Background: an optimization exercise with open tools, aiming at small area, a short achievable clock period and few clock cycles. Do not read the settings as production practice. The RTL was checked by simulation tests, not by an equivalence proof against the original design. No activity file was given, so power comes from the tool's default toggle rates.

[design/flow/config.mk]
export PLATFORM = sky130hd
export DESIGN_NAME = window_mac5_acc
export DESIGN_NICKNAME = window_mac5_acc
export VERILOG_FILES = /design/flow/design.v
export SDC_FILE = /design/flow/constraint.sdc
export NUM_CORES = 4
export LEC_CHECK = 0
export CAP_MARGIN = 20
export CORE_MARGIN = 2
export CORE_UTILIZATION = 40
export CTS_CLUSTER_DIAMETER = 120
export CTS_CLUSTER_SIZE = 30
export SETUP_SLACK_MARGIN = 4.2
export SLEW_MARGIN = 20
[design/flow/constraint.sdc]
create_clock -name core_clock -period 7.5 [get_ports {clk}]
set_input_delay 1.5000 -clock core_clock [delete_from_list [all_inputs] [get_ports {clk}]]
set_output_delay 1.5000 -clock core_clock [all_outputs]
set_load 0.01 [all_outputs]
[design/flow/design.v]
package window_mac5_acc_pkg;
  typedef enum logic [1:0] {IDLE, ACCUM, DRAIN, OUT} state_t;
  localparam int DEF_WORD_WIDTH = 16;
  localparam int DEF_FRAC_BITS = 8;
endpackage
module booth_enc (
  input  logic [15:0] w,
  output logic [7:0] one,
  output logic [7:0] two,
  output logic [7:0] neg
);
  assign one[0] = w[0] ^ 1'b0;
  assign two[0] = (w[1] & ~w[0] & ~1'b0) | (~w[1] & w[0] & 1'b0);
  assign neg[0] = w[1];
  assign one[1] = w[2] ^ w[1];
  assign two[1] = (w[3] & ~w[2] & ~w[1]) | (~w[3] & w[2] & w[1]);
  assign neg[1] = w[3];
  assign one[2] = w[4] ^ w[3];
  assign two[2] = (w[5] & ~w[4] & ~w[3]) | (~w[5] & w[4] & w[3]);
  assign neg[2] = w[5];
  assign one[3] = w[6] ^ w[5];
  assign two[3] = (w[7] & ~w[6] & ~w[5]) | (~w[7] & w[6] & w[5]);
  assign neg[3] = w[7];
  assign one[4] = w[8] ^ w[7];
  assign two[4] = (w[9] & ~w[8] & ~w[7]) | (~w[9] & w[8] & w[7]);
  assign neg[4] = w[9];
  assign one[5] = w[10] ^ w[9];
  assign two[5] = (w[11] & ~w[10] & ~w[9]) | (~w[11] & w[10] & w[9]);
  assign neg[5] = w[11];
  assign one[6] = w[12] ^ w[11];
  assign two[6] = (w[13] & ~w[12] & ~w[11]) | (~w[13] & w[12] & w[11]);
  assign neg[6] = w[13];
  assign one[7] = w[14] ^ w[13];
  assign two[7] = (w[15] & ~w[14] & ~w[13]) | (~w[15] & w[14] & w[13]);
  assign neg[7] = w[15];
endmodule
module pp_sum (
  input  logic [7:0] one,
  input  logic [7:0] two,
  input  logic [7:0] neg,
  input  logic [18:0] x,
  output logic [34:0] pa,
  output logic [34:0] pb,
  output logic [34:0] pc
);
  logic [20:0] xe;
  assign xe = {{2{x[18]}}, x};
  logic [19:0] pp0;
  assign pp0 = ({20{one[0]}} & xe[19:0] | {20{two[0]}} & {xe[18:0], 1'b0}) ^ {20{neg[0]}};
  logic [19:0] pp1;
  assign pp1 = ({20{one[1]}} & xe[19:0] | {20{two[1]}} & {xe[18:0], 1'b0}) ^ {20{neg[1]}};
  logic [19:0] pp2;
  assign pp2 = ({20{one[2]}} & xe[19:0] | {20{two[2]}} & {xe[18:0], 1'b0}) ^ {20{neg[2]}};
  logic [19:0] pp3;
  assign pp3 = ({20{one[3]}} & xe[19:0] | {20{two[3]}} & {xe[18:0], 1'b0}) ^ {20{neg[3]}};
  logic [19:0] pp4;
  assign pp4 = ({20{one[4]}} & xe[19:0] | {20{two[4]}} & {xe[18:0], 1'b0}) ^ {20{neg[4]}};
  logic [19:0] pp5;
  assign pp5 = ({20{one[5]}} & xe[19:0] | {20{two[5]}} & {xe[18:0], 1'b0}) ^ {20{neg[5]}};
  logic [19:0] pp6;
  assign pp6 = ({20{one[6]}} & xe[19:0] | {20{two[6]}} & {xe[18:0], 1'b0}) ^ {20{neg[6]}};
  logic [19:0] pp7;
  assign pp7 = ({20{one[7]}} & xe[19:0] | {20{two[7]}} & {xe[18:0], 1'b0}) ^ {20{neg[7]}};
  logic as1, ac1;
  assign as1 = neg[2] ^ pp0[4];
  assign ac1 = neg[2] & pp0[4];
  logic as2, ac2;
  assign as2 = pp0[5] ^ pp1[3];
  assign ac2 = pp0[5] & pp1[3];
  logic as3, ac3;
  assign as3 = neg[3] ^ pp0[6] ^ pp1[4];
  assign ac3 = (neg[3] & pp0[6]) | (neg[3] & pp1[4]) | (pp0[6] & pp1[4]);
  logic as4, ac4;
  assign as4 = pp2[2] ^ pp3[0];
  assign ac4 = pp2[2] & pp3[0];
  logic as5, ac5;
  assign as5 = pp0[7] ^ pp1[5] ^ pp2[3];
  assign ac5 = (pp0[7] & pp1[5]) | (pp0[7] & pp2[3]) | (pp1[5] & pp2[3]);
  logic as6, ac6;
  assign as6 = pp3[1] ^ ac4;
  assign ac6 = pp3[1] & ac4;
  logic as7, ac7;
  assign as7 = neg[4] ^ pp0[8] ^ pp1[6];
  assign ac7 = (neg[4] & pp0[8]) | (neg[4] & pp1[6]) | (pp0[8] & pp1[6]);
  logic as8, ac8;
  assign as8 = pp2[4] ^ pp3[2] ^ pp4[0];
  assign ac8 = (pp2[4] & pp3[2]) | (pp2[4] & pp4[0]) | (pp3[2] & pp4[0]);
  logic as9, ac9;
  assign as9 = ac5 ^ ac6;
  assign ac9 = ac5 & ac6;
  logic as10, ac10;
  assign as10 = pp0[9] ^ pp1[7] ^ pp2[5];
  assign ac10 = (pp0[9] & pp1[7]) | (pp0[9] & pp2[5]) | (pp1[7] & pp2[5]);
  logic as11, ac11;
  assign as11 = pp3[3] ^ pp4[1] ^ ac7;
  assign ac11 = (pp3[3] & pp4[1]) | (pp3[3] & ac7) | (pp4[1] & ac7);
  logic as12, ac12;
  assign as12 = ac8 ^ as10;
  assign ac12 = ac8 & as10;
  logic as13, ac13;
  assign as13 = neg[5] ^ pp0[10] ^ pp1[8];
  assign ac13 = (neg[5] & pp0[10]) | (neg[5] & pp1[8]) | (pp0[10] & pp1[8]);
  logic as14, ac14;
  assign as14 = pp2[6] ^ pp3[4] ^ pp4[2];
  assign ac14 = (pp2[6] & pp3[4]) | (pp2[6] & pp4[2]) | (pp3[4] & pp4[2]);
  logic as15, ac15;
  assign as15 = pp5[0] ^ ac10 ^ as13;
  assign ac15 = (pp5[0] & ac10) | (pp5[0] & as13) | (ac10 & as13);
  logic as16, ac16;
  assign as16 = as14 ^ ac12;
  assign ac16 = as14 & ac12;
  logic as17, ac17;
  assign as17 = pp0[11] ^ pp1[9] ^ pp2[7];
  assign ac17 = (pp0[11] & pp1[9]) | (pp0[11] & pp2[7]) | (pp1[9] & pp2[7]);
  logic as18, ac18;
  assign as18 = pp3[5] ^ pp4[3] ^ pp5[1];
  assign ac18 = (pp3[5] & pp4[3]) | (pp3[5] & pp5[1]) | (pp4[3] & pp5[1]);
  logic as19, ac19;
  assign as19 = ac13 ^ ac14 ^ as17;
  assign ac19 = (ac13 & ac14) | (ac13 & as17) | (ac14 & as17);
  logic as20, ac20;
  assign as20 = as18 ^ ac15;
  assign ac20 = as18 & ac15;
  logic as21, ac21;
  assign as21 = neg[6] ^ pp0[12] ^ pp1[10];
  assign ac21 = (neg[6] & pp0[12]) | (neg[6] & pp1[10]) | (pp0[12] & pp1[10]);
  logic as22, ac22;
  assign as22 = pp2[8] ^ pp3[6] ^ pp4[4];
  assign ac22 = (pp2[8] & pp3[6]) | (pp2[8] & pp4[4]) | (pp3[6] & pp4[4]);
  logic as23, ac23;
  assign as23 = pp5[2] ^ pp6[0] ^ ac17;
  assign ac23 = (pp5[2] & pp6[0]) | (pp5[2] & ac17) | (pp6[0] & ac17);
  logic as24, ac24;
  assign as24 = ac18 ^ as21 ^ as22;
  assign ac24 = (ac18 & as21) | (ac18 & as22) | (as21 & as22);
  logic as25, ac25;
  assign as25 = ac19 ^ as23;
  assign ac25 = ac19 & as23;
  logic as26, ac26;
  assign as26 = pp0[13] ^ pp1[11] ^ pp2[9];
  assign ac26 = (pp0[13] & pp1[11]) | (pp0[13] & pp2[9]) | (pp1[11] & pp2[9]);
  logic as27, ac27;
  assign as27 = pp3[7] ^ pp4[5] ^ pp5[3];
  assign ac27 = (pp3[7] & pp4[5]) | (pp3[7] & pp5[3]) | (pp4[5] & pp5[3]);
  logic as28, ac28;
  assign as28 = pp6[1] ^ ac21 ^ ac22;
  assign ac28 = (pp6[1] & ac21) | (pp6[1] & ac22) | (ac21 & ac22);
  logic as29, ac29;
  assign as29 = as26 ^ as27 ^ ac23;
  assign ac29 = (as26 & as27) | (as26 & ac23) | (as27 & ac23);
  logic as30, ac30;
  assign as30 = ac24 ^ as28;
  assign ac30 = ac24 & as28;
  logic as31, ac31;
  assign as31 = neg[7] ^ pp0[14] ^ pp1[12];
  assign ac31 = (neg[7] & pp0[14]) | (neg[7] & pp1[12]) | (pp0[14] & pp1[12]);
  logic as32, ac32;
  assign as32 = pp2[10] ^ pp3[8] ^ pp4[6];
  assign ac32 = (pp2[10] & pp3[8]) | (pp2[10] & pp4[6]) | (pp3[8] & pp4[6]);
  logic as33, ac33;
  assign as33 = pp5[4] ^ pp6[2] ^ pp7[0];
  assign ac33 = (pp5[4] & pp6[2]) | (pp5[4] & pp7[0]) | (pp6[2] & pp7[0]);
  logic as34, ac34;
  assign as34 = ac26 ^ ac27 ^ as31;
  assign ac34 = (ac26 & ac27) | (ac26 & as31) | (ac27 & as31);
  logic as35, ac35;
  assign as35 = as32 ^ as33 ^ ac28;
  assign ac35 = (as32 & as33) | (as32 & ac28) | (as33 & ac28);
  logic as36, ac36;
  assign as36 = as34 ^ ac30;
  assign ac36 = as34 & ac30;
  logic as37, ac37;
  assign as37 = pp0[15] ^ pp1[13] ^ pp2[11];
  assign ac37 = (pp0[15] & pp1[13]) | (pp0[15] & pp2[11]) | (pp1[13] & pp2[11]);
  logic as38, ac38;
  assign as38 = pp3[9] ^ pp4[7] ^ pp5[5];
  assign ac38 = (pp3[9] & pp4[7]) | (pp3[9] & pp5[5]) | (pp4[7] & pp5[5]);
  logic as39, ac39;
  assign as39 = pp6[3] ^ pp7[1] ^ ac31;
  assign ac39 = (pp6[3] & pp7[1]) | (pp6[3] & ac31) | (pp7[1] & ac31);
  logic as40, ac40;
  assign as40 = ac32 ^ ac33 ^ as37;
  assign ac40 = (ac32 & ac33) | (ac32 & as37) | (ac33 & as37);
  logic as41, ac41;
  assign as41 = as38 ^ ac34 ^ as39;
  assign ac41 = (as38 & ac34) | (as38 & as39) | (ac34 & as39);
  logic as42, ac42;
  assign as42 = as40 ^ ac35;
  assign ac42 = as40 & ac35;
  logic as43, ac43;
  assign as43 = pp0[16] ^ pp1[14] ^ pp2[12];
  assign ac43 = (pp0[16] & pp1[14]) | (pp0[16] & pp2[12]) | (pp1[14] & pp2[12]);
  logic as44, ac44;
  assign as44 = pp3[10] ^ pp4[8] ^ pp5[6];
  assign ac44 = (pp3[10] & pp4[8]) | (pp3[10] & pp5[6]) | (pp4[8] & pp5[6]);
  logic as45, ac45;
  assign as45 = pp6[4] ^ pp7[2] ^ ac37;
  assign ac45 = (pp6[4] & pp7[2]) | (pp6[4] & ac37) | (pp7[2] & ac37);
  logic as46, ac46;
  assign as46 = ac38 ^ as43 ^ as44;
  assign ac46 = (ac38 & as43) | (ac38 & as44) | (as43 & as44);
  logic as47, ac47;
  assign as47 = ac39 ^ ac40 ^ as45;
  assign ac47 = (ac39 & ac40) | (ac39 & as45) | (ac40 & as45);
  logic as48, ac48;
  assign as48 = as46 ^ ac41;
  assign ac48 = as46 & ac41;
  logic as49, ac49;
  assign as49 = pp0[17] ^ pp1[15] ^ pp2[13];
  assign ac49 = (pp0[17] & pp1[15]) | (pp0[17] & pp2[13]) | (pp1[15] & pp2[13]);
  logic as50, ac50;
  assign as50 = pp3[11] ^ pp4[9] ^ pp5[7];
  assign ac50 = (pp3[11] & pp4[9]) | (pp3[11] & pp5[7]) | (pp4[9] & pp5[7]);
  logic as51, ac51;
  assign as51 = pp6[5] ^ pp7[3] ^ ac43;
  assign ac51 = (pp6[5] & pp7[3]) | (pp6[5] & ac43) | (pp7[3] & ac43);
  logic as52, ac52;
  assign as52 = ac44 ^ as49 ^ as50;
  assign ac52 = (ac44 & as49) | (ac44 & as50) | (as49 & as50);
  logic as53, ac53;
  assign as53 = ac45 ^ ac46 ^ as51;
  assign ac53 = (ac45 & ac46) | (ac45 & as51) | (ac46 & as51);
  logic as54, ac54;
  assign as54 = as52 ^ ac47;
  assign ac54 = as52 & ac47;
  logic as55, ac55;
  assign as55 = pp0[18] ^ pp1[16] ^ pp2[14];
  assign ac55 = (pp0[18] & pp1[16]) | (pp0[18] & pp2[14]) | (pp1[16] & pp2[14]);
  logic as56, ac56;
  assign as56 = pp3[12] ^ pp4[10] ^ pp5[8];
  assign ac56 = (pp3[12] & pp4[10]) | (pp3[12] & pp5[8]) | (pp4[10] & pp5[8]);
  logic as57, ac57;
  assign as57 = pp6[6] ^ pp7[4] ^ ac49;
  assign ac57 = (pp6[6] & pp7[4]) | (pp6[6] & ac49) | (pp7[4] & ac49);
  logic as58, ac58;
  assign as58 = ac50 ^ as55 ^ as56;
  assign ac58 = (ac50 & as55) | (ac50 & as56) | (as55 & as56);
  logic as59, ac59;
  assign as59 = ac51 ^ ac52 ^ as57;
  assign ac59 = (ac51 & ac52) | (ac51 & as57) | (ac52 & as57);
  logic as60, ac60;
  assign as60 = as58 ^ ac53;
  assign ac60 = as58 & ac53;
  logic as61, ac61;
  assign as61 = ~pp0[19] ^ pp1[17] ^ pp2[15];
  assign ac61 = (~pp0[19] & pp1[17]) | (~pp0[19] & pp2[15]) | (pp1[17] & pp2[15]);
  logic as62, ac62;
  assign as62 = pp3[13] ^ pp4[11] ^ pp5[9];
  assign ac62 = (pp3[13] & pp4[11]) | (pp3[13] & pp5[9]) | (pp4[11] & pp5[9]);
  logic as63, ac63;
  assign as63 = pp6[7] ^ pp7[5] ^ ac55;
  assign ac63 = (pp6[7] & pp7[5]) | (pp6[7] & ac55) | (pp7[5] & ac55);
  logic as64, ac64;
  assign as64 = ac56 ^ as61 ^ as62;
  assign ac64 = (ac56 & as61) | (ac56 & as62) | (as61 & as62);
  logic as65, ac65;
  assign as65 = ac57 ^ ac58 ^ as63;
  assign ac65 = (ac57 & ac58) | (ac57 & as63) | (ac58 & as63);
  logic as66, ac66;
  assign as66 = as64 ^ ac59;
  assign ac66 = as64 & ac59;
  logic as67, ac67;
  assign as67 = pp1[18] ^ pp2[16] ^ pp3[14];
  assign ac67 = (pp1[18] & pp2[16]) | (pp1[18] & pp3[14]) | (pp2[16] & pp3[14]);
  logic as68, ac68;
  assign as68 = pp4[12] ^ pp5[10] ^ pp6[8];
  assign ac68 = (pp4[12] & pp5[10]) | (pp4[12] & pp6[8]) | (pp5[10] & pp6[8]);
  logic as69, ac69;
  assign as69 = pp7[6] ^ ac61 ^ ac62;
  assign ac69 = (pp7[6] & ac61) | (pp7[6] & ac62) | (ac61 & ac62);
  logic as70, ac70;
  assign as70 = as67 ^ as68 ^ ac63;
  assign ac70 = (as67 & as68) | (as67 & ac63) | (as68 & ac63);
  logic as71, ac71;
  assign as71 = ac64 ^ as69 ^ as70;
  assign ac71 = (ac64 & as69) | (ac64 & as70) | (as69 & as70);
  logic as72, ac72;
  assign as72 = ~pp1[19] ^ pp2[17] ^ pp3[15];
  assign ac72 = (~pp1[19] & pp2[17]) | (~pp1[19] & pp3[15]) | (pp2[17] & pp3[15]);
  logic as73, ac73;
  assign as73 = pp4[13] ^ pp5[11] ^ pp6[9];
  assign ac73 = (pp4[13] & pp5[11]) | (pp4[13] & pp6[9]) | (pp5[11] & pp6[9]);
  logic as74, ac74;
  assign as74 = pp7[7] ^ ac67 ^ ac68;
  assign ac74 = (pp7[7] & ac67) | (pp7[7] & ac68) | (ac67 & ac68);
  logic as75, ac75;
  assign as75 = as72 ^ as73 ^ ac69;
  assign ac75 = (as72 & as73) | (as72 & ac69) | (as73 & ac69);
  logic as76, ac76;
  assign as76 = as74 ^ ac70;
  assign ac76 = as74 & ac70;
  logic as77, ac77;
  assign as77 = pp2[18] ^ pp3[16] ^ pp4[14];
  assign ac77 = (pp2[18] & pp3[16]) | (pp2[18] & pp4[14]) | (pp3[16] & pp4[14]);
  logic as78, ac78;
  assign as78 = pp5[12] ^ pp6[10] ^ pp7[8];
  assign ac78 = (pp5[12] & pp6[10]) | (pp5[12] & pp7[8]) | (pp6[10] & pp7[8]);
  logic as79, ac79;
  assign as79 = ac72 ^ ac73 ^ as77;
  assign ac79 = (ac72 & ac73) | (ac72 & as77) | (ac73 & as77);
  logic as80, ac80;
  assign as80 = as78 ^ ac74 ^ as79;
  assign ac80 = (as78 & ac74) | (as78 & as79) | (ac74 & as79);
  logic as81, ac81;
  assign as81 = ~pp2[19] ^ pp3[17] ^ pp4[15];
  assign ac81 = (~pp2[19] & pp3[17]) | (~pp2[19] & pp4[15]) | (pp3[17] & pp4[15]);
  logic as82, ac82;
  assign as82 = pp5[13] ^ pp6[11] ^ pp7[9];
  assign ac82 = (pp5[13] & pp6[11]) | (pp5[13] & pp7[9]) | (pp6[11] & pp7[9]);
  logic as83, ac83;
  assign as83 = ac77 ^ ac78 ^ as81;
  assign ac83 = (ac77 & ac78) | (ac77 & as81) | (ac78 & as81);
  logic as84, ac84;
  assign as84 = as82 ^ ac79;
  assign ac84 = as82 & ac79;
  logic as85, ac85;
  assign as85 = pp3[18] ^ pp4[16] ^ pp5[14];
  assign ac85 = (pp3[18] & pp4[16]) | (pp3[18] & pp5[14]) | (pp4[16] & pp5[14]);
  logic as86, ac86;
  assign as86 = pp6[12] ^ pp7[10] ^ ac81;
  assign ac86 = (pp6[12] & pp7[10]) | (pp6[12] & ac81) | (pp7[10] & ac81);
  logic as87, ac87;
  assign as87 = ac82 ^ as85 ^ ac83;
  assign ac87 = (ac82 & as85) | (ac82 & ac83) | (as85 & ac83);
  logic as88, ac88;
  assign as88 = ~pp3[19] ^ pp4[17] ^ pp5[15];
  assign ac88 = (~pp3[19] & pp4[17]) | (~pp3[19] & pp5[15]) | (pp4[17] & pp5[15]);
  logic as89, ac89;
  assign as89 = pp6[13] ^ pp7[11] ^ ac85;
  assign ac89 = (pp6[13] & pp7[11]) | (pp6[13] & ac85) | (pp7[11] & ac85);
  logic as90, ac90;
  assign as90 = as88 ^ ac86;
  assign ac90 = as88 & ac86;
  logic as91, ac91;
  assign as91 = pp4[18] ^ pp5[16] ^ pp6[14];
  assign ac91 = (pp4[18] & pp5[16]) | (pp4[18] & pp6[14]) | (pp5[16] & pp6[14]);
  logic as92, ac92;
  assign as92 = pp7[12] ^ ac88 ^ as91;
  assign ac92 = (pp7[12] & ac88) | (pp7[12] & as91) | (ac88 & as91);
  logic as93, ac93;
  assign as93 = ~pp4[19] ^ pp5[17] ^ pp6[15];
  assign ac93 = (~pp4[19] & pp5[17]) | (~pp4[19] & pp6[15]) | (pp5[17] & pp6[15]);
  logic as94, ac94;
  assign as94 = pp7[13] ^ ac91;
  assign ac94 = pp7[13] & ac91;
  logic as95, ac95;
  assign as95 = pp5[18] ^ pp6[16] ^ pp7[14];
  assign ac95 = (pp5[18] & pp6[16]) | (pp5[18] & pp7[14]) | (pp6[16] & pp7[14]);
  logic as96, ac96;
  assign as96 = ~pp5[19] ^ pp6[17];
  assign ac96 = ~pp5[19] & pp6[17];
  assign pa[0] = neg[0];
  assign pb[0] = pp0[0];
  assign pc[0] = 1'b0;
  assign pa[1] = pp0[1];
  assign pb[1] = 1'b0;
  assign pc[1] = 1'b0;
  assign pa[2] = neg[1];
  assign pb[2] = pp0[2];
  assign pc[2] = pp1[0];
  assign pa[3] = pp0[3];
  assign pb[3] = pp1[1];
  assign pc[3] = 1'b0;
  assign pa[4] = pp1[2];
  assign pb[4] = pp2[0];
  assign pc[4] = as1;
  assign pa[5] = pp2[1];
  assign pb[5] = ac1;
  assign pc[5] = as2;
  assign pa[6] = ac2;
  assign pb[6] = as4;
  assign pc[6] = as3;
  assign pa[7] = ac3;
  assign pb[7] = as5;
  assign pc[7] = as6;
  assign pa[8] = as7;
  assign pb[8] = as8;
  assign pc[8] = as9;
  assign pa[9] = ac9;
  assign pb[9] = as12;
  assign pc[9] = as11;
  assign pa[10] = ac11;
  assign pb[10] = as15;
  assign pc[10] = as16;
  assign pa[11] = ac16;
  assign pb[11] = as19;
  assign pc[11] = as20;
  assign pa[12] = as24;
  assign pb[12] = ac20;
  assign pc[12] = as25;
  assign pa[13] = ac25;
  assign pb[13] = as30;
  assign pc[13] = as29;
  assign pa[14] = ac29;
  assign pb[14] = as35;
  assign pc[14] = as36;
  assign pa[15] = ac36;
  assign pb[15] = as41;
  assign pc[15] = as42;
  assign pa[16] = as47;
  assign pb[16] = ac42;
  assign pc[16] = as48;
  assign pa[17] = as53;
  assign pb[17] = ac48;
  assign pc[17] = as54;
  assign pa[18] = as59;
  assign pb[18] = ac54;
  assign pc[18] = as60;
  assign pa[19] = as65;
  assign pb[19] = ac60;
  assign pc[19] = as66;
  assign pa[20] = ac65;
  assign pb[20] = ac66;
  assign pc[20] = as71;
  assign pa[21] = as75;
  assign pb[21] = as76;
  assign pc[21] = ac71;
  assign pa[22] = ac75;
  assign pb[22] = as80;
  assign pc[22] = ac76;
  assign pa[23] = as83;
  assign pb[23] = as84;
  assign pc[23] = ac80;
  assign pa[24] = as86;
  assign pb[24] = ac84;
  assign pc[24] = as87;
  assign pa[25] = as89;
  assign pb[25] = as90;
  assign pc[25] = ac87;
  assign pa[26] = ac89;
  assign pb[26] = as92;
  assign pc[26] = ac90;
  assign pa[27] = as93;
  assign pb[27] = as94;
  assign pc[27] = ac92;
  assign pa[28] = ac93;
  assign pb[28] = as95;
  assign pc[28] = ac94;
  assign pa[29] = pp7[15];
  assign pb[29] = as96;
  assign pc[29] = ac95;
  assign pa[30] = pp6[18];
  assign pb[30] = pp7[16];
  assign pc[30] = ac96;
  assign pa[31] = ~pp6[19];
  assign pb[31] = pp7[17];
  assign pc[31] = 1'b0;
  assign pa[32] = pp7[18];
  assign pb[32] = 1'b0;
  assign pc[32] = 1'b0;
  assign pa[33] = ~pp7[19];
  assign pb[33] = 1'b0;
  assign pc[33] = 1'b0;
  assign pa[34] = 1'b0;
  assign pb[34] = 1'b0;
  assign pc[34] = 1'b0;
endmodule
module acc_add (
  input  logic [41:0] acc,
  input  logic [7:0] cin,
  input  logic [34:0] pa,
  input  logic [34:0] pb,
  input  logic [34:0] pc,
  output logic [41:0] acc_n,
  output logic [7:0] cout
);
  logic [41:0] r0, r1;
  logic bs1, bc1;
  assign bs1 = acc[0] ^ pa[0] ^ pb[0];
  assign bc1 = (acc[0] & pa[0]) | (acc[0] & pb[0]) | (pa[0] & pb[0]);
  logic bs2, bc2;
  assign bs2 = acc[1] ^ pa[1] ^ pb[1];
  assign bc2 = (acc[1] & pa[1]) | (acc[1] & pb[1]) | (pa[1] & pb[1]);
  logic bs3, bc3;
  assign bs3 = pc[1] ^ bc1;
  assign bc3 = pc[1] & bc1;
  logic bs4, bc4;
  assign bs4 = acc[2] ^ pa[2] ^ pb[2];
  assign bc4 = (acc[2] & pa[2]) | (acc[2] & pb[2]) | (pa[2] & pb[2]);
  logic bs5, bc5;
  assign bs5 = pc[2] ^ bc2 ^ bs4;
  assign bc5 = (pc[2] & bc2) | (pc[2] & bs4) | (bc2 & bs4);
  logic bs6, bc6;
  assign bs6 = acc[3] ^ pa[3] ^ pb[3];
  assign bc6 = (acc[3] & pa[3]) | (acc[3] & pb[3]) | (pa[3] & pb[3]);
  logic bs7, bc7;
  assign bs7 = pc[3] ^ bc4 ^ bs6;
  assign bc7 = (pc[3] & bc4) | (pc[3] & bs6) | (bc4 & bs6);
  logic bs8, bc8;
  assign bs8 = acc[4] ^ pa[4] ^ pb[4];
  assign bc8 = (acc[4] & pa[4]) | (acc[4] & pb[4]) | (pa[4] & pb[4]);
  logic bs9, bc9;
  assign bs9 = pc[4] ^ bc6 ^ bs8;
  assign bc9 = (pc[4] & bc6) | (pc[4] & bs8) | (bc6 & bs8);
  logic bs10, bc10;
  assign bs10 = acc[5] ^ pa[5] ^ pb[5];
  assign bc10 = (acc[5] & pa[5]) | (acc[5] & pb[5]) | (pa[5] & pb[5]);
  logic bs11, bc11;
  assign bs11 = pc[5] ^ bc8 ^ bs10;
  assign bc11 = (pc[5] & bc8) | (pc[5] & bs10) | (bc8 & bs10);
  logic bs12, bc12;
  assign bs12 = acc[6] ^ pa[6] ^ pb[6];
  assign bc12 = (acc[6] & pa[6]) | (acc[6] & pb[6]) | (pa[6] & pb[6]);
  logic bs13, bc13;
  assign bs13 = pc[6] ^ bc10 ^ bs12;
  assign bc13 = (pc[6] & bc10) | (pc[6] & bs12) | (bc10 & bs12);
  logic bs14, bc14;
  assign bs14 = acc[7] ^ pa[7] ^ pb[7];
  assign bc14 = (acc[7] & pa[7]) | (acc[7] & pb[7]) | (pa[7] & pb[7]);
  logic bs15, bc15;
  assign bs15 = pc[7] ^ bc12 ^ bs14;
  assign bc15 = (pc[7] & bc12) | (pc[7] & bs14) | (bc12 & bs14);
  logic bs16, bc16;
  assign bs16 = acc[8] ^ pa[8] ^ pb[8];
  assign bc16 = (acc[8] & pa[8]) | (acc[8] & pb[8]) | (pa[8] & pb[8]);
  logic bs17, bc17;
  assign bs17 = pc[8] ^ bc14 ^ bs16;
  assign bc17 = (pc[8] & bc14) | (pc[8] & bs16) | (bc14 & bs16);
  logic bs18, bc18;
  assign bs18 = acc[9] ^ pa[9] ^ pb[9];
  assign bc18 = (acc[9] & pa[9]) | (acc[9] & pb[9]) | (pa[9] & pb[9]);
  logic bs19, bc19;
  assign bs19 = pc[9] ^ bc16 ^ bs18;
  assign bc19 = (pc[9] & bc16) | (pc[9] & bs18) | (bc16 & bs18);
  logic bs20, bc20;
  assign bs20 = acc[10] ^ pa[10] ^ pb[10];
  assign bc20 = (acc[10] & pa[10]) | (acc[10] & pb[10]) | (pa[10] & pb[10]);
  logic bs21, bc21;
  assign bs21 = pc[10] ^ bc18 ^ bs20;
  assign bc21 = (pc[10] & bc18) | (pc[10] & bs20) | (bc18 & bs20);
  logic bs22, bc22;
  assign bs22 = acc[11] ^ pa[11] ^ pb[11];
  assign bc22 = (acc[11] & pa[11]) | (acc[11] & pb[11]) | (pa[11] & pb[11]);
  logic bs23, bc23;
  assign bs23 = pc[11] ^ bc20 ^ bs22;
  assign bc23 = (pc[11] & bc20) | (pc[11] & bs22) | (bc20 & bs22);
  logic bs24, bc24;
  assign bs24 = acc[12] ^ pa[12] ^ pb[12];
  assign bc24 = (acc[12] & pa[12]) | (acc[12] & pb[12]) | (pa[12] & pb[12]);
  logic bs25, bc25;
  assign bs25 = pc[12] ^ bc22 ^ bs24;
  assign bc25 = (pc[12] & bc22) | (pc[12] & bs24) | (bc22 & bs24);
  logic bs26, bc26;
  assign bs26 = acc[13] ^ pa[13] ^ pb[13];
  assign bc26 = (acc[13] & pa[13]) | (acc[13] & pb[13]) | (pa[13] & pb[13]);
  logic bs27, bc27;
  assign bs27 = pc[13] ^ bc24 ^ bs26;
  assign bc27 = (pc[13] & bc24) | (pc[13] & bs26) | (bc24 & bs26);
  logic bs28, bc28;
  assign bs28 = acc[14] ^ pa[14] ^ pb[14];
  assign bc28 = (acc[14] & pa[14]) | (acc[14] & pb[14]) | (pa[14] & pb[14]);
  logic bs29, bc29;
  assign bs29 = pc[14] ^ bc26 ^ bs28;
  assign bc29 = (pc[14] & bc26) | (pc[14] & bs28) | (bc26 & bs28);
  logic bs30, bc30;
  assign bs30 = acc[15] ^ pa[15] ^ pb[15];
  assign bc30 = (acc[15] & pa[15]) | (acc[15] & pb[15]) | (pa[15] & pb[15]);
  logic bs31, bc31;
  assign bs31 = pc[15] ^ bc28 ^ bs30;
  assign bc31 = (pc[15] & bc28) | (pc[15] & bs30) | (bc28 & bs30);
  logic bs32, bc32;
  assign bs32 = acc[16] ^ pa[16] ^ pb[16];
  assign bc32 = (acc[16] & pa[16]) | (acc[16] & pb[16]) | (pa[16] & pb[16]);
  logic bs33, bc33;
  assign bs33 = pc[16] ^ bc30 ^ bs32;
  assign bc33 = (pc[16] & bc30) | (pc[16] & bs32) | (bc30 & bs32);
  logic bs34, bc34;
  assign bs34 = acc[17] ^ pa[17] ^ pb[17];
  assign bc34 = (acc[17] & pa[17]) | (acc[17] & pb[17]) | (pa[17] & pb[17]);
  logic bs35, bc35;
  assign bs35 = pc[17] ^ bc32 ^ bs34;
  assign bc35 = (pc[17] & bc32) | (pc[17] & bs34) | (bc32 & bs34);
  logic bs36, bc36;
  assign bs36 = acc[18] ^ pa[18] ^ pb[18];
  assign bc36 = (acc[18] & pa[18]) | (acc[18] & pb[18]) | (pa[18] & pb[18]);
  logic bs37, bc37;
  assign bs37 = pc[18] ^ bc34 ^ bs36;
  assign bc37 = (pc[18] & bc34) | (pc[18] & bs36) | (bc34 & bs36);
  logic bs38, bc38;
  assign bs38 = 1'b1 ^ acc[19] ^ pa[19];
  assign bc38 = (1'b1 & acc[19]) | (1'b1 & pa[19]) | (acc[19] & pa[19]);
  logic bs39, bc39;
  assign bs39 = pb[19] ^ pc[19] ^ bc36;
  assign bc39 = (pb[19] & pc[19]) | (pb[19] & bc36) | (pc[19] & bc36);
  logic bs40, bc40;
  assign bs40 = bs38 ^ bc37;
  assign bc40 = bs38 & bc37;
  logic bs41, bc41;
  assign bs41 = 1'b1 ^ acc[20] ^ pa[20];
  assign bc41 = (1'b1 & acc[20]) | (1'b1 & pa[20]) | (acc[20] & pa[20]);
  logic bs42, bc42;
  assign bs42 = pb[20] ^ pc[20] ^ bc38;
  assign bc42 = (pb[20] & pc[20]) | (pb[20] & bc38) | (pc[20] & bc38);
  logic bs43, bc43;
  assign bs43 = bs41 ^ bc39 ^ bs42;
  assign bc43 = (bs41 & bc39) | (bs41 & bs42) | (bc39 & bs42);
  logic bs44, bc44;
  assign bs44 = acc[21] ^ pa[21] ^ pb[21];
  assign bc44 = (acc[21] & pa[21]) | (acc[21] & pb[21]) | (pa[21] & pb[21]);
  logic bs45, bc45;
  assign bs45 = pc[21] ^ bc41 ^ bs44;
  assign bc45 = (pc[21] & bc41) | (pc[21] & bs44) | (bc41 & bs44);
  logic bs46, bc46;
  assign bs46 = bc42 ^ bs45;
  assign bc46 = bc42 & bs45;
  logic bs47, bc47;
  assign bs47 = 1'b1 ^ acc[22] ^ pa[22];
  assign bc47 = (1'b1 & acc[22]) | (1'b1 & pa[22]) | (acc[22] & pa[22]);
  logic bs48, bc48;
  assign bs48 = pb[22] ^ pc[22] ^ bc44;
  assign bc48 = (pb[22] & pc[22]) | (pb[22] & bc44) | (pc[22] & bc44);
  logic bs49, bc49;
  assign bs49 = bs47 ^ bc45 ^ bs48;
  assign bc49 = (bs47 & bc45) | (bs47 & bs48) | (bc45 & bs48);
  logic bs50, bc50;
  assign bs50 = acc[23] ^ pa[23] ^ pb[23];
  assign bc50 = (acc[23] & pa[23]) | (acc[23] & pb[23]) | (pa[23] & pb[23]);
  logic bs51, bc51;
  assign bs51 = pc[23] ^ bc47 ^ bs50;
  assign bc51 = (pc[23] & bc47) | (pc[23] & bs50) | (bc47 & bs50);
  logic bs52, bc52;
  assign bs52 = bc48 ^ bs51;
  assign bc52 = bc48 & bs51;
  logic bs53, bc53;
  assign bs53 = 1'b1 ^ acc[24] ^ pa[24];
  assign bc53 = (1'b1 & acc[24]) | (1'b1 & pa[24]) | (acc[24] & pa[24]);
  logic bs54, bc54;
  assign bs54 = pb[24] ^ pc[24] ^ bc50;
  assign bc54 = (pb[24] & pc[24]) | (pb[24] & bc50) | (pc[24] & bc50);
  logic bs55, bc55;
  assign bs55 = bs53 ^ bc51 ^ bs54;
  assign bc55 = (bs53 & bc51) | (bs53 & bs54) | (bc51 & bs54);
  logic bs56, bc56;
  assign bs56 = acc[25] ^ pa[25] ^ pb[25];
  assign bc56 = (acc[25] & pa[25]) | (acc[25] & pb[25]) | (pa[25] & pb[25]);
  logic bs57, bc57;
  assign bs57 = pc[25] ^ bc53 ^ bs56;
  assign bc57 = (pc[25] & bc53) | (pc[25] & bs56) | (bc53 & bs56);
  logic bs58, bc58;
  assign bs58 = bc54 ^ bs57;
  assign bc58 = bc54 & bs57;
  logic bs59, bc59;
  assign bs59 = 1'b1 ^ acc[26] ^ pa[26];
  assign bc59 = (1'b1 & acc[26]) | (1'b1 & pa[26]) | (acc[26] & pa[26]);
  logic bs60, bc60;
  assign bs60 = pb[26] ^ pc[26] ^ bc56;
  assign bc60 = (pb[26] & pc[26]) | (pb[26] & bc56) | (pc[26] & bc56);
  logic bs61, bc61;
  assign bs61 = bs59 ^ bc57 ^ bs60;
  assign bc61 = (bs59 & bc57) | (bs59 & bs60) | (bc57 & bs60);
  logic bs62, bc62;
  assign bs62 = acc[27] ^ pa[27] ^ pb[27];
  assign bc62 = (acc[27] & pa[27]) | (acc[27] & pb[27]) | (pa[27] & pb[27]);
  logic bs63, bc63;
  assign bs63 = pc[27] ^ bc59 ^ bs62;
  assign bc63 = (pc[27] & bc59) | (pc[27] & bs62) | (bc59 & bs62);
  logic bs64, bc64;
  assign bs64 = bc60 ^ bs63;
  assign bc64 = bc60 & bs63;
  logic bs65, bc65;
  assign bs65 = 1'b1 ^ acc[28] ^ pa[28];
  assign bc65 = (1'b1 & acc[28]) | (1'b1 & pa[28]) | (acc[28] & pa[28]);
  logic bs66, bc66;
  assign bs66 = pb[28] ^ pc[28] ^ bc62;
  assign bc66 = (pb[28] & pc[28]) | (pb[28] & bc62) | (pc[28] & bc62);
  logic bs67, bc67;
  assign bs67 = bs65 ^ bc63 ^ bs66;
  assign bc67 = (bs65 & bc63) | (bs65 & bs66) | (bc63 & bs66);
  logic bs68, bc68;
  assign bs68 = acc[29] ^ pa[29] ^ pb[29];
  assign bc68 = (acc[29] & pa[29]) | (acc[29] & pb[29]) | (pa[29] & pb[29]);
  logic bs69, bc69;
  assign bs69 = pc[29] ^ bc65 ^ bs68;
  assign bc69 = (pc[29] & bc65) | (pc[29] & bs68) | (bc65 & bs68);
  logic bs70, bc70;
  assign bs70 = bc66 ^ bs69;
  assign bc70 = bc66 & bs69;
  logic bs71, bc71;
  assign bs71 = 1'b1 ^ acc[30] ^ pa[30];
  assign bc71 = (1'b1 & acc[30]) | (1'b1 & pa[30]) | (acc[30] & pa[30]);
  logic bs72, bc72;
  assign bs72 = pb[30] ^ pc[30] ^ bc68;
  assign bc72 = (pb[30] & pc[30]) | (pb[30] & bc68) | (pc[30] & bc68);
  logic bs73, bc73;
  assign bs73 = bs71 ^ bc69 ^ bs72;
  assign bc73 = (bs71 & bc69) | (bs71 & bs72) | (bc69 & bs72);
  logic bs74, bc74;
  assign bs74 = acc[31] ^ pa[31] ^ pb[31];
  assign bc74 = (acc[31] & pa[31]) | (acc[31] & pb[31]) | (pa[31] & pb[31]);
  logic bs75, bc75;
  assign bs75 = pc[31] ^ bc71 ^ bs74;
  assign bc75 = (pc[31] & bc71) | (pc[31] & bs74) | (bc71 & bs74);
  logic bs76, bc76;
  assign bs76 = bc72 ^ bs75;
  assign bc76 = bc72 & bs75;
  logic bs77, bc77;
  assign bs77 = 1'b1 ^ acc[32] ^ pa[32];
  assign bc77 = (1'b1 & acc[32]) | (1'b1 & pa[32]) | (acc[32] & pa[32]);
  logic bs78, bc78;
  assign bs78 = pb[32] ^ pc[32] ^ bc74;
  assign bc78 = (pb[32] & pc[32]) | (pb[32] & bc74) | (pc[32] & bc74);
  logic bs79, bc79;
  assign bs79 = bs77 ^ bc75 ^ bs78;
  assign bc79 = (bs77 & bc75) | (bs77 & bs78) | (bc75 & bs78);
  logic bs80, bc80;
  assign bs80 = acc[33] ^ pa[33] ^ pb[33];
  assign bc80 = (acc[33] & pa[33]) | (acc[33] & pb[33]) | (pa[33] & pb[33]);
  logic bs81, bc81;
  assign bs81 = pc[33] ^ bc77 ^ bs80;
  assign bc81 = (pc[33] & bc77) | (pc[33] & bs80) | (bc77 & bs80);
  logic bs82, bc82;
  assign bs82 = bc78 ^ bs81;
  assign bc82 = bc78 & bs81;
  logic bs83, bc83;
  assign bs83 = 1'b1 ^ acc[34] ^ pa[34];
  assign bc83 = (1'b1 & acc[34]) | (1'b1 & pa[34]) | (acc[34] & pa[34]);
  logic bs84, bc84;
  assign bs84 = pb[34] ^ pc[34] ^ bc80;
  assign bc84 = (pb[34] & pc[34]) | (pb[34] & bc80) | (pc[34] & bc80);
  logic bs85, bc85;
  assign bs85 = bs83 ^ bc81 ^ bs84;
  assign bc85 = (bs83 & bc81) | (bs83 & bs84) | (bc81 & bs84);
  logic bs86, bc86;
  assign bs86 = 1'b1 ^ acc[35] ^ bc83;
  assign bc86 = (1'b1 & acc[35]) | (1'b1 & bc83) | (acc[35] & bc83);
  logic bs87, bc87;
  assign bs87 = bc84 ^ bs86;
  assign bc87 = bc84 & bs86;
  logic bs88, bc88;
  assign bs88 = 1'b1 ^ acc[36] ^ bc86;
  assign bc88 = (1'b1 & acc[36]) | (1'b1 & bc86) | (acc[36] & bc86);
  logic bs89, bc89;
  assign bs89 = 1'b1 ^ acc[37];
  assign bc89 = 1'b1 & acc[37];
  logic bs90, bc90;
  assign bs90 = 1'b1 ^ acc[38];
  assign bc90 = 1'b1 & acc[38];
  logic bs91, bc91;
  assign bs91 = 1'b1 ^ acc[39];
  assign bc91 = 1'b1 & acc[39];
  logic bs92, bc92;
  assign bs92 = 1'b1 ^ acc[40];
  assign bc92 = 1'b1 & acc[40];
  logic bs93, bc93;
  assign bs93 = 1'b1 ^ acc[41];
  assign bc93 = 1'b1 & acc[41];
  assign r0[0] = pc[0];
  assign r1[0] = bs1;
  assign r0[1] = bs2;
  assign r1[1] = bs3;
  assign r0[2] = bc3;
  assign r1[2] = bs5;
  assign r0[3] = bc5;
  assign r1[3] = bs7;
  assign r0[4] = bc7;
  assign r1[4] = bs9;
  assign r0[5] = bc9;
  assign r1[5] = bs11;
  assign r0[6] = bc11;
  assign r1[6] = bs13;
  assign r0[7] = bc13;
  assign r1[7] = bs15;
  assign r0[8] = bc15;
  assign r1[8] = bs17;
  assign r0[9] = bc17;
  assign r1[9] = bs19;
  assign r0[10] = bc19;
  assign r1[10] = bs21;
  assign r0[11] = bc21;
  assign r1[11] = bs23;
  assign r0[12] = bc23;
  assign r1[12] = bs25;
  assign r0[13] = bc25;
  assign r1[13] = bs27;
  assign r0[14] = bc27;
  assign r1[14] = bs29;
  assign r0[15] = bc29;
  assign r1[15] = bs31;
  assign r0[16] = bc31;
  assign r1[16] = bs33;
  assign r0[17] = bc33;
  assign r1[17] = bs35;
  assign r0[18] = bc35;
  assign r1[18] = bs37;
  assign r0[19] = bs39;
  assign r1[19] = bs40;
  assign r0[20] = bc40;
  assign r1[20] = bs43;
  assign r0[21] = bs46;
  assign r1[21] = bc43;
  assign r0[22] = bc46;
  assign r1[22] = bs49;
  assign r0[23] = bs52;
  assign r1[23] = bc49;
  assign r0[24] = bc52;
  assign r1[24] = bs55;
  assign r0[25] = bs58;
  assign r1[25] = bc55;
  assign r0[26] = bc58;
  assign r1[26] = bs61;
  assign r0[27] = bs64;
  assign r1[27] = bc61;
  assign r0[28] = bc64;
  assign r1[28] = bs67;
  assign r0[29] = bs70;
  assign r1[29] = bc67;
  assign r0[30] = bc70;
  assign r1[30] = bs73;
  assign r0[31] = bs76;
  assign r1[31] = bc73;
  assign r0[32] = bc76;
  assign r1[32] = bs79;
  assign r0[33] = bs82;
  assign r1[33] = bc79;
  assign r0[34] = bc82;
  assign r1[34] = bs85;
  assign r0[35] = bs87;
  assign r1[35] = bc85;
  assign r0[36] = bc87;
  assign r1[36] = bs88;
  assign r0[37] = bs89;
  assign r1[37] = bc88;
  assign r0[38] = bc89;
  assign r1[38] = bs90;
  assign r0[39] = bc90;
  assign r1[39] = bs91;
  assign r0[40] = bc91;
  assign r1[40] = bs92;
  assign r0[41] = bc92;
  assign r1[41] = bs93;
  assign {cout[0], acc_n[4:0]} = 6'(r0[4:0]) + 6'(r1[4:0]) + 6'(1'b0);
  assign {cout[1], acc_n[9:5]} = 6'(r0[9:5]) + 6'(r1[9:5]) + 6'(cin[0]);
  assign {cout[2], acc_n[14:10]} = 6'(r0[14:10]) + 6'(r1[14:10]) + 6'(cin[1]);
  assign {cout[3], acc_n[19:15]} = 6'(r0[19:15]) + 6'(r1[19:15]) + 6'(cin[2]);
  assign {cout[4], acc_n[24:20]} = 6'(r0[24:20]) + 6'(r1[24:20]) + 6'(cin[3]);
  assign {cout[5], acc_n[29:25]} = 6'(r0[29:25]) + 6'(r1[29:25]) + 6'(cin[4]);
  assign {cout[6], acc_n[34:30]} = 6'(r0[34:30]) + 6'(r1[34:30]) + 6'(cin[5]);
  assign {cout[7], acc_n[39:35]} = 6'(r0[39:35]) + 6'(r1[39:35]) + 6'(cin[6]);
  assign acc_n[41:40] = r0[41:40] + r1[41:40] + 2'(cin[7]);
endmodule
import window_mac5_acc_pkg::*;
module window_mac5_acc #(
  parameter int WORD_WIDTH = window_mac5_acc_pkg::DEF_WORD_WIDTH,
  parameter int FRAC_BITS  = window_mac5_acc_pkg::DEF_FRAC_BITS,
  parameter int CNT_WIDTH  = 8
) (
  input  logic                  clk,
  input  logic                  rst,
  input  logic                  w_load,
  input  logic [2:0]            w_idx,
  input  logic [WORD_WIDTH-1:0] w_data,
  input  logic                  start,
  input  logic [CNT_WIDTH-1:0]  acc_len,
  input  logic                  in_valid,
  input  logic [WORD_WIDTH-1:0] data_in_0,
  input  logic [WORD_WIDTH-1:0] data_in_1,
  input  logic [WORD_WIDTH-1:0] data_in_2,
  input  logic [WORD_WIDTH-1:0] data_in_3,
  input  logic [WORD_WIDTH-1:0] data_in_4,
  output logic                  busy,
  output logic                  out_valid,
  output logic [WORD_WIDTH-1:0] out_data
);
  localparam int XW = WORD_WIDTH + 3;             
  localparam int SW = 2 * WORD_WIDTH + CNT_WIDTH + 2;   
  localparam int PW = 35;                         
  localparam int L1 = 7;                          
  localparam int L2 = 13;
  localparam logic [CNT_WIDTH-1:0] DONE_CNT = CNT_WIDTH'(-7);
  localparam int CH = 5;                          
  localparam int NCH = (SW + CH - 1) / CH;
  logic [4:0][WORD_WIDTH-1:0] weight;
  logic [4:0][WORD_WIDTH-1:0] window;
  logic [4:0][XW-1:0] x_sum, x_keep, x_add, x_nxt;
  logic [4:0] x_c1, x_c2, c1_nxt, c2_nxt;
  logic [4:0] ring;
  logic [4:0] w_set;       
  logic [XW-1:0] xr, x_sel, x_pick;
  logic c1_sel, c2_sel;
  logic [WORD_WIDTH-1:0] w_sel;
  logic [WORD_WIDTH/2-1:0] one, two, neg, one_r, two_r, neg_r;
  logic [PW-1:0] pa, pb, pc, pa_r, pb_r, pc_r;
  logic [SW-1:0] acc, acc_nxt, total, pend;
  logic [NCH-2:0] acc_cy, cy_nxt;
  logic [CNT_WIDTH-1:0] cnt;
  logic accum;
  logic idle, busy_nx;
  logic [4:0] ring_nx, keep;
  logic go, accept, last, fire;
  logic [SW-FRAC_BITS-1:0] rounded;
  logic [WORD_WIDTH-1:0] result;
  logic in_range;
  assign window = {data_in_4, data_in_3, data_in_2, data_in_1, data_in_0};
  assign go = idle && start && acc_len != '0;
  assign accept = accum && in_valid;
  assign last = accept && cnt == CNT_WIDTH'(1);
  assign fire = !idle && !accum && cnt == DONE_CNT;
  assign busy_nx = idle ? go : !fire;
  assign ring_nx = {ring[3:0], ring[4]};
  for (genvar i = 0; i < 5; i++) begin : g_tap
    assign x_keep[i] = keep[i] ? x_sum[i] : XW'(0);
    assign x_add[i] = accept ? XW'($signed(window[i])) : XW'(0);
    assign {c1_nxt[i], x_nxt[i][L1-1:0]} = (L1+1)'(x_keep[i][L1-1:0]) + (L1+1)'(x_add[i][L1-1:0]);
    assign {c2_nxt[i], x_nxt[i][L2-1:L1]} = (L2-L1+1)'(x_keep[i][L2-1:L1])
                                          + (L2-L1+1)'(x_add[i][L2-1:L1]) + (L2-L1+1)'(keep[i] && x_c1[i]);
    assign x_nxt[i][XW-1:L2] = x_keep[i][XW-1:L2] + x_add[i][XW-1:L2] + (XW-L2)'(keep[i] && x_c2[i]);
  end
  always_comb begin
    x_sel = '0;
    c1_sel = 1'b0;
    c2_sel = 1'b0;
    w_sel = '0;
    for (int i = 0; i < 5; i++) begin
      x_sel = x_sel | ({XW{ring[i]}} & x_sum[i]);
      c1_sel = c1_sel | (ring[i] & x_c1[i]);
      c2_sel = c2_sel | (ring[i] & x_c2[i]);
      w_sel = w_sel | ({WORD_WIDTH{ring[i] && w_set[i]}} & weight[i]);
    end
  end
  assign x_pick = {x_sel[XW-1:L1] + (XW-L1)'({c2_sel, {(L2-L1-1){1'b0}}, c1_sel}), x_sel[L1-1:0]};
  booth_enc u_enc (
    .w(w_sel),
    .one(one),
    .two(two),
    .neg(neg)
  );
  pp_sum u_pp (
    .one(one_r),
    .two(two_r),
    .neg(neg_r),
    .x(xr),
    .pa(pa),
    .pb(pb),
    .pc(pc)
  );
  acc_add u_acc (
    .acc(acc),
    .cin(acc_cy),
    .pa(pa_r),
    .pb(pb_r),
    .pc(pc_r),
    .acc_n(acc_nxt),
    .cout(cy_nxt)
  );
  always_comb begin
    pend = '0;
    for (int c = 1; c < NCH; c++) pend[c*CH] = acc_cy[c-1];
  end
  assign total = acc + pend;
  assign rounded = total[SW-1:FRAC_BITS];
  assign in_range = &rounded[SW-FRAC_BITS-1:WORD_WIDTH-1] || ~|rounded[SW-FRAC_BITS-1:WORD_WIDTH-1];
  assign result = in_range ? rounded[WORD_WIDTH-1:0]
                           : {rounded[SW-FRAC_BITS-1], {(WORD_WIDTH-1){~rounded[SW-FRAC_BITS-1]}}};
  always_ff @(posedge clk) begin
    x_sum <= x_nxt;
    x_c1 <= c1_nxt;
    x_c2 <= c2_nxt;
    xr <= (idle || rst) ? '0 : x_pick;
    one_r <= one;
    two_r <= two;
    neg_r <= neg;
    pa_r <= pa;
    pb_r <= pb;
    pc_r <= pc;
    for (int i = 0; i < 5; i++)
      if (idle && w_load && w_idx == 3'(i)) weight[i] <= w_data;
    acc <= idle ? SW'(1 << (FRAC_BITS - 1)) : acc_nxt;
    acc_cy <= idle ? '0 : cy_nxt;
    keep <= (busy_nx && !rst) ? ~ring_nx : '0;
    cnt <= idle ? acc_len : cnt - CNT_WIDTH'(!accum || in_valid);
    if (rst) begin
      ring <= 5'b00001;
      busy <= 1'b0;
      idle <= 1'b1;
      accum <= 1'b0;
      out_valid <= 1'b0;
      out_data <= '0;
      w_set <= '0;
    end else begin
      ring <= ring_nx;
      busy <= busy_nx;
      idle <= !busy_nx;
      accum <= accum ? !last : go;
      out_valid <= fire;
      if (fire) out_data <= result;
      for (int i = 0; i < 5; i++)
        if (idle && w_load && w_idx == 3'(i)) w_set[i] <= 1'b1;
    end
  end
endmodule
[design/flow/flow/run.sh]
#!/bin/bash
set -euo pipefail
export BUFFER_PORTS_ARGS="-buffer_cell sky130_fd_sc_hd__buf_2"
bash standard.sh finish > standard.log 2>&1
[design/flow/standard.sh]
#!/bin/bash
# synth_recipe.tcl (not shown) runs the flow's synth.tcl, then flattens the netlist and writes it again
# the make line also repeats each setting of config.mk as NAME=value (left out here)
make -C /OpenROAD-flow-scripts/flow DESIGN_CONFIG=/design/flow/config.mk WORK_HOME=/design/flow/orfs CLKGATE_MAP_FILE= SYNTH_SCRIPT=/design/flow/synth_recipe.tcl "${@:-finish}"
==> results of run 1 <==
-- Yosys cell counts (76+ instances only) --
| library cell | number |
|---|---|
| dfxtp_1 | 334 |
| inv_1 | 283 |
| xnor2_1 | 202 |
| a22oi_1 | 185 |
| fa_1 | 174 |
| ha_1 | 168 |
| nand2_1 | 147 |
| clkbuf_1 | 131 |
| a21oi_1 | 92 |
| and2_1 | 86 |
| xor2_1 | 84 |
| edfxtp_1 | 80 |
| nor2_1 | 78 |
| and3_1 | 76 |
-- layer usage --
layer,GRT usage (%),routed length (um),up-vias
met5,0,13,-
met4,3.04,748,2
met3,2.32,3190,47
met2,29.5,27100,469
met1,24.5,27000,8578
li1,-,-,8512
-- cells in the final DEF, fill, tap and decap left out, types with 5 or more instances in the layout --
cell type,instances
dfxtp_1,326
inv_1,281
xnor2_1,202
a22oi_1,185
ha_1,167
fa_1,162
nand2_1,147
buf_2,128
a21oi_1,88
and2_1,85
xor2_1,84
edfxtp_1,80
nor2_1,77
and3_1,76
a21o_1,58
o21ai_0,47
nor2b_1,41
buf_4,27
nand3_1,25
a222oi_1,21
clkbuf_16,19
nor3_1,18
nand2b_1,17
o21bai_1,15
a221oi_1,15
fa_2,12
a211oi_2,11
a31oi_1,10
nand4_1,10
nor4_1,9
dfxtp_2,7
o21a_1,6
and4_1,5
-- through the flow --
stage / total power, mW / setup slack [ns]
2_1_floorplan: 3.64 / 4.20
3_3_place_gp: 3.91 / 2.76
3_5_place_dp: 3.96 / 2.64
4_1_cts: 5.18 / 4.21
5_1_grt: 5.48 / 4.20
6_report: 5.15 / 4.30
-- worst max-delay path by stage --
stage          startpoint  endpoint  cells past startpoint
6_report          acc[29]   acc[34]                     11
4_1_cts           acc[25]   acc[29]                      9
3_3_place_gp     in_valid   x_c1[2]                     12
5_1_grt           acc[29]   acc[34]                     11
3_5_place_dp     in_valid   x_c1[0]                     12
2_1_floorplan    pa_r[29]   acc[34]                     11
-- cells by family (layout without fill, tap and decap cells) --
logic type	after synthesis	after routing
DFF	414	414
buffers and inverters	441	467
AOI/OAI and AO/OA	502	502
xor gates and xnor gates	286	286
adders and majority gates	342	342
and+or+nand+nor	535	536
muxes	3	3
-- sequential cells by signal, indices dropped and copies added (netlist names), 5 cells and up --
register and flops:
cnt 8, ring 5, one_r 8, x_sum 95, pb_r 31, pa_r 34, neg_r 8, acc 42
acc_cy 8, x_c2 5, pc_r 28, x_c1 5, keep 5, weight 80, out_data 16, two_r 8
xr 19, w_set 5
-- power by group through the flow --
stage	Sequential, mW	Clock, mW	Combinational, mW
floorplan	2.53	0	1.10
finish	2.58	1.21	1.35
CTS	2.58	1.25	1.35
global route	2.61	1.31	1.57
detailed placement	2.63	0	1.33
global placement	2.63	0	1.29
-- critical path, stage by stage, from the launching register on --
cell and delay, ns:
dfxtp_4 0.39, fa_2 0.34, inv_2 0.07, fa_1 0.44, fa_1 0.54, inv_1 0.05
fa_2 0.35, fa_2 0.39, a21o_1 0.20, a21oi_2 0.14, xnor2_1 0.12, nor2_1 0.05
-- timing repair --
item	CTS	global route
pin swaps	2	5
gates cloned	0	1
gates resized for setup	13	23
buffers inserted	7	6
endpoints found under the setup margin	118	26
-- final cells by class --
cell class | instances | share of cell area [%]
flip-flops and latches | 414 | 33.3
clock inverters | 3 | 0.151
clock buffers | 23 | 1.79
inverters | 284 | 3.91
repair buffers | 157 | 3.21
multi-input cells | 1669 | 53.8
well taps | 846 | 3.87
==> impl_metrics.tcl, run 1 <==
set metrics [dict create \
    post_synth_and_or_nand_nor_area_fraction_pct 11.1 \
    dp.cells 3356 \
    timing.final.max_slew_violations 0 \
    drcViolationCount 0 \
    worst-slew-pin-transition_ns 0.982 \
    timing.final.crit_share_pct 42.6 \
    worst_r2r_endpoint "acc[34]" \
    place.port_buffers 129 \
    die_h_um 256 \
    clock_network_power_share_pct 23.5 \
    seq_power_share_pct 50.2 \
    synth.area.top_cells "dfxtp_1, fa_1, edfxtp_1" \
    timing.reg2reg.worst_path_depth 11 \
    drt_wl_total_um 58000 \
    p_sw_share_pct 31.5 \
    grt.overflow.total 0 \
    multi_input_comb_area_sq_mm 0.0147 \
    netlist.area_leader.share_pct 26.4 \
    setup_viol 0 \
    die_w_um 256 \
    final_cell_count_without_fillers 3396 \
    num-fill-cells 6031 \
    rr_startpoint "acc[29]" \
    insertedDiodeCount 0 \
    hp-start "out_data[15]" \
    cts.sink_count 414 \
    post-dp-hpwl_um 43400 \
    syn_nets 2977 \
    max-clock-path-buffers 3 \
    worst_setup_path_end_kind "flip-flop" \
    place_congestion 0.871 \
    synthesis.area_per_instance_sq_um 10.0 \
    required_ns 7.93 \
    dominantRegCellSynth "dfxtp_1" \
    max_slew_margin_pct 34.4 \
    routed_wire_length_per_instance_um 17.1 \
    min-delay-path-class "flip-flop to flip-flop" \
    insertion_delay_ns 0.56 \
    clock-root-buffer "clkbuf_16" \
    cts.htree.levels 1 \
    layout.cell_area.non_filler_sq_mm 0.0274 \
    ys_async_sr_fraction_pct 0 \
    fraction_of_layout_instances_using_a_drive_strength_above_1_pct 9.88 \
    start_kind "flip-flop" \
    synth_compound_gate_area_share_pct 14.3 \
    cts_made_buffers 18 \
    leakagePower_nw 12.2 \
    row_count 92 \
    synth_fa_ha_area_share_pct 22.0 \
    cellInternalPower_mw 3.52 \
    finalWorstPathRequiredPeriod_ns 3.20 \
    netlist_instances 2523 \
    initial_utilization_pct 40.3 \
    timing_worst_setup_path_type "flip-flop to flip-flop" \
    post_synth_xor_area_fraction_pct 9.89 \
    power_share_of_the_combinational_group_pct 26.3 \
    whs_endpoint "out_data[15]" \
    number_of_storage_elements_in_the_synthesis_netlist 414 \
    critPathArrivalTime_ns 3.63 \
    synth_edf_count 80 \
    outcome "timing/DRC/antenna clean" \
    grt_antenna_before_repair 3 \
    vias_in_the_first_global_route 18000 \
    hold_depth 2 \
    final-hold-violation-count 0 \
    ir_drop_uv 135 \
    critical_path_peak_fanout 6 \
    tritoncts "yes" \
    vias 17600 \
    pwr_density_cell_mw_per_mm2 188 \
    grt_first_pass_wirelength_um 95000 \
    ys_types 75 \
    drtPass1Iterations 6 \
    unrepaired_setup_endpoints_after_global_routing "no" \
    holdBufCountCts 0 \
    drt_first_iter_violations 1395 \
    vias_per_cell 5.18 \
    hold_ws_ns 0.463 \
    dpl-instance-area_sq_mm 0.0266 \
    final_net_count 2998 \
    yosys_warnings 1 \
    final.setup.tns_ns 0 \
    worst-r2r-setup-slack_ns 4.30 \
    drtAntennaViolNets 0 \
    synthMuxAreaShare_pct 0.123 \
    clock-skew-final_ns 0.0281 \
    area_delta_synth_final_pct 7.99 \
    design.core.area_sq_mm 0.0629 \
    drv_cap 0 \
    clk_transition_reported_paths_ns 0.12 \
    combinational_family_with_the_most_area_after_synthesis "adder cells" \
    netlist_area_sq_mm 0.0253 \
    area.sequential_sq_mm 0.00910 \
    grt_usage_pct 17.6 \
    die_area_sq_mm 0.0654 \
    maxClockFrequency_mhz 313 \
    sw_pwr_mw 1.62 \
    grt_start_max_net_pins 71 \
    synth.largest_area_cell "dfxtp_1" \
    utilization_pct 43.5 \
    synth.yosys.seq_area_share_pct 35.9 \
    top_level_ports 130 \
]
Testbench counts, summed over its fixed seeds: cycles 17,141.
==> run 2: changes to the inputs <==
--- a/design/flow/config.mk
+++ b/design/flow/config.mk
@@ -8,7 +8,5 @@
 export CAP_MARGIN = 20
 export CORE_MARGIN = 2
 export CORE_UTILIZATION = 40
-export CTS_CLUSTER_DIAMETER = 120
-export CTS_CLUSTER_SIZE = 30
 export SETUP_SLACK_MARGIN = 4.2
 export SLEW_MARGIN = 20
==> impl_metrics.tcl, run 2 <==
set metrics [dict create \
    clock-root-buffer "clkbuf_16" \
    drt_first_iter_violations 1293 \
    insertedDiodeCount 0 \
    vias_in_the_first_global_route 18300 \
    routed_wire_length_per_instance_um 17.0 \
    setup_viol 0 \
    synthesis.area_per_instance_sq_um 10.0 \
    syn_nets 2977 \
    design.core.area_sq_mm 0.0629 \
    worst_setup_path_end_kind "flip-flop" \
    place.port_buffers 129 \
    timing_worst_setup_path_type "flip-flop to flip-flop" \
    post-dp-hpwl_um 43400 \
    vias_per_cell 5.13 \
    max-clock-path-buffers 3 \
    grt_first_pass_wirelength_um 96300 \
    die_h_um 256 \
    drtPass1Iterations 7 \
    tritoncts "yes" \
    area_delta_synth_final_pct 12.4 \
    synth_fa_ha_area_share_pct 22.0 \
    unrepaired_setup_endpoints_after_global_routing "no" \
    number_of_flip_flops_under_the_largest_register_name 95 \
    start_kind "flip-flop" \
    synth_edf_count 80 \
    hold_ws_ns 0.456 \
    ys_async_sr_fraction_pct 0 \
    max_slew_margin_pct 36.2 \
    drcViolationCount 0 \
    insertion_delay_ns 0.58 \
    dominantRegCellSynth "dfxtp_1" \
    netlist.area_leader.share_pct 26.4 \
    post_synth_xor_area_fraction_pct 9.89 \
    critical_path_peak_fanout 6 \
    finalWorstPathRequiredPeriod_ns 3.20 \
    combinational_family_with_the_most_area_after_synthesis "adder cells" \
    max_flop_register "x_sum" \
    timing.final.max_slew_violations 0 \
    grt.overflow.total 0 \
    ir_drop_uv 174 \
    row_count 92 \
    synth_compound_gate_area_share_pct 14.3 \
    leakagePower_nw 12.8 \
    worst-slew-pin-transition_ns 0.955 \
    utilization_pct 45.3 \
    cts.htree.levels 2 \
    synth.area.top_cells "dfxtp_1, fa_1, edfxtp_1" \
    biggestRegsByFlops "x_sum (95), weight (80), acc (42)" \
    grt_start_max_net_pins 71 \
    vias 17700 \
    layout_commonest_cell "dfxtp_1" \
    grt_usage_pct 18.0 \
    synth.cells.most_frequent "dfxtp_1, inv_1, xnor2_1" \
    synth.largest_area_cell "dfxtp_1" \
    die_area_sq_mm 0.0654 \
    final_cell_mix "dfxtp_1, inv_1, xnor2_1, a22oi_1, ha_1" \
    holdBufCountCts 0 \
    cts.sink_count 414 \
    cts_made_buffers 46 \
    top_level_ports 130 \
    fraction_of_layout_instances_using_a_drive_strength_above_1_pct 11.9 \
    outcome "timing/DRC/antenna clean" \
    drv_cap 0 \
    clock-skew-final_ns 0.0241 \
    post_synth_and_or_nand_nor_area_fraction_pct 11.1 \
    yosys_warnings 1 \
    min-delay-path-class "flip-flop to flip-flop" \
    post-synth-top-count-cell "dfxtp_1" \
    required_ns 7.93 \
    netlist_instances 2523 \
    drt_wl_total_um 58600 \
    number_of_storage_elements_in_the_synthesis_netlist 414 \
    final-hold-violation-count 0 \
    critPathArrivalTime_ns 3.63 \
    drtAntennaViolNets 0 \
    synth.yosys.seq_area_share_pct 35.9 \
    maxClockFrequency_mhz 312 \
    initial_utilization_pct 40.3 \
    pwr_density_cell_mw_per_mm2 223 \
    timing.final.crit_share_pct 42.7 \
    netlist_area_sq_mm 0.0253 \
    die_w_um 256 \
    synthMuxAreaShare_pct 0.123 \
    grt_antenna_before_repair 3 \
    final_net_count 3028 \
    final.setup.tns_ns 0 \
    place_congestion 0.871 \
    clk_transition_reported_paths_ns 0.06 \
    layout.cell_area.non_filler_sq_mm 0.0285 \
    ys_types 75 \
    dpl-instance-area_sq_mm 0.0266 \
]
-- run 2: final timing paths --
| check | startpoint | end | slack, ns | cells past startpoint |
|---|---|---|---|---|
| hold reg to reg | out_data[15] | out_data[15] | 0.46 | 2 |
| hold / removal | out_data[15] | out_data[15] | 0.46 | 2 |
| setup reg to reg | acc[29] | acc[34] | 4.30 | 11 |
| setup / recovery | acc[29] | acc[34] | 4.30 | 11 |
-- run 2: what timing repair did --
| item | CTS | global route |
|---|---|---|
| pin swaps | 2 | 6 |
| resized for setup | 13 | 21 |
| setup buffers | 7 | 8 |
| gates cloned | 0 | 1 |
| setup endpoints to repair | 118 | 25 |
-- run 2: final cells by class --
class / count / area [sq um]
multi-input cells: 1669 / 14700
inverters: 284 / 1070
repair buffers: 159 / 893
clock inverters: 26 / 349
well taps: 846 / 1060
flip-flops and latches: 414 / 9100
clock buffers: 57 / 1290
fillers: 5939 / 34400
-- run 2: logic make-up (layout without fill, tap and decap cells) --
family	after synthesis	in the layout
xor+xnor	286	286
simple gates	535	536
mux	3	3
flops	414	414
fa+ha+maj	342	342
compound gates	502	502
buf+inv	441	526
-- run 2: layer usage --
metal	GRT usage (%)	wire length (um)
met5	0	13
met1	24.6	27100
met4	4.27	940
met3	2.89	3360
met2	29.8	27300
-- run 2: through the flow --
step | total power [mW] | std cells | worst slack (ns)
4_1_cts | 6.40 | 3446 | 4.22
6_report | 6.35 | 3455 | 4.30
5_1_grt | 6.72 | 3455 | 4.20
3_3_place_gp | 3.91 | 3356 | 2.76
2_1_floorplan | 3.64 | 2523 | 4.20
3_5_place_dp | 3.96 | 3356 | 2.64
-- run 2: power by group --
group	switching (mW)	internal [mW]	leakage [nW]
logic	0.715	0.638	8.55
clock network	0.959	1.45	0.790
registers	0.180	2.41	3.45
-- run 2: critical path: stages, from the launching register on --
cell and delay, ns:
dfxtp_4 0.37, fa_2 0.34, inv_2 0.07, fa_1 0.44, fa_1 0.54, inv_1 0.05, fa_2 0.35, fa_2 0.39
a21o_1 0.20, a21oi_2 0.14, xnor2_1 0.12, nor2_1 0.05

separate check: timing with driven ports:
The flow's constraints put no driver on any port. The routed layouts listed below were extracted and timed again, unchanged, in two steps.
Step 1: set_driving_cell puts a clkbuf_16 on clk and a buf_2 on each other input, an assumption about the parent block.
Step 2, shift: input delay + t, output delay - t, t = (earliest + latest rising clock arrival at the registers) / 2. This alone moves slack from input paths to output paths.
Slacks: no drivers / after step 1 / after step 2; pairs: no drivers / after step 1.
run | t (ns) | setup WS [ns] | hold WS [ns] | slew at the worst register clock pin (ns) | cell pins on the clock port's net
run 1 | 0.605 | 4.302 / 4.302 / 3.797 | 0.463 / 0.463 / 0.463 | 0.12 / 0.12 | 1
run 2 | 0.629 | 4.299 / 4.299 / 3.803 | 0.456 / 0.456 / 0.456 | 0.07 / 0.07 | 1
After both steps every run listed still meets setup and hold. For run 1, which loses most, drivers alone change the setup slack by 0.000 ns; drivers and shift together by -0.505 ns.
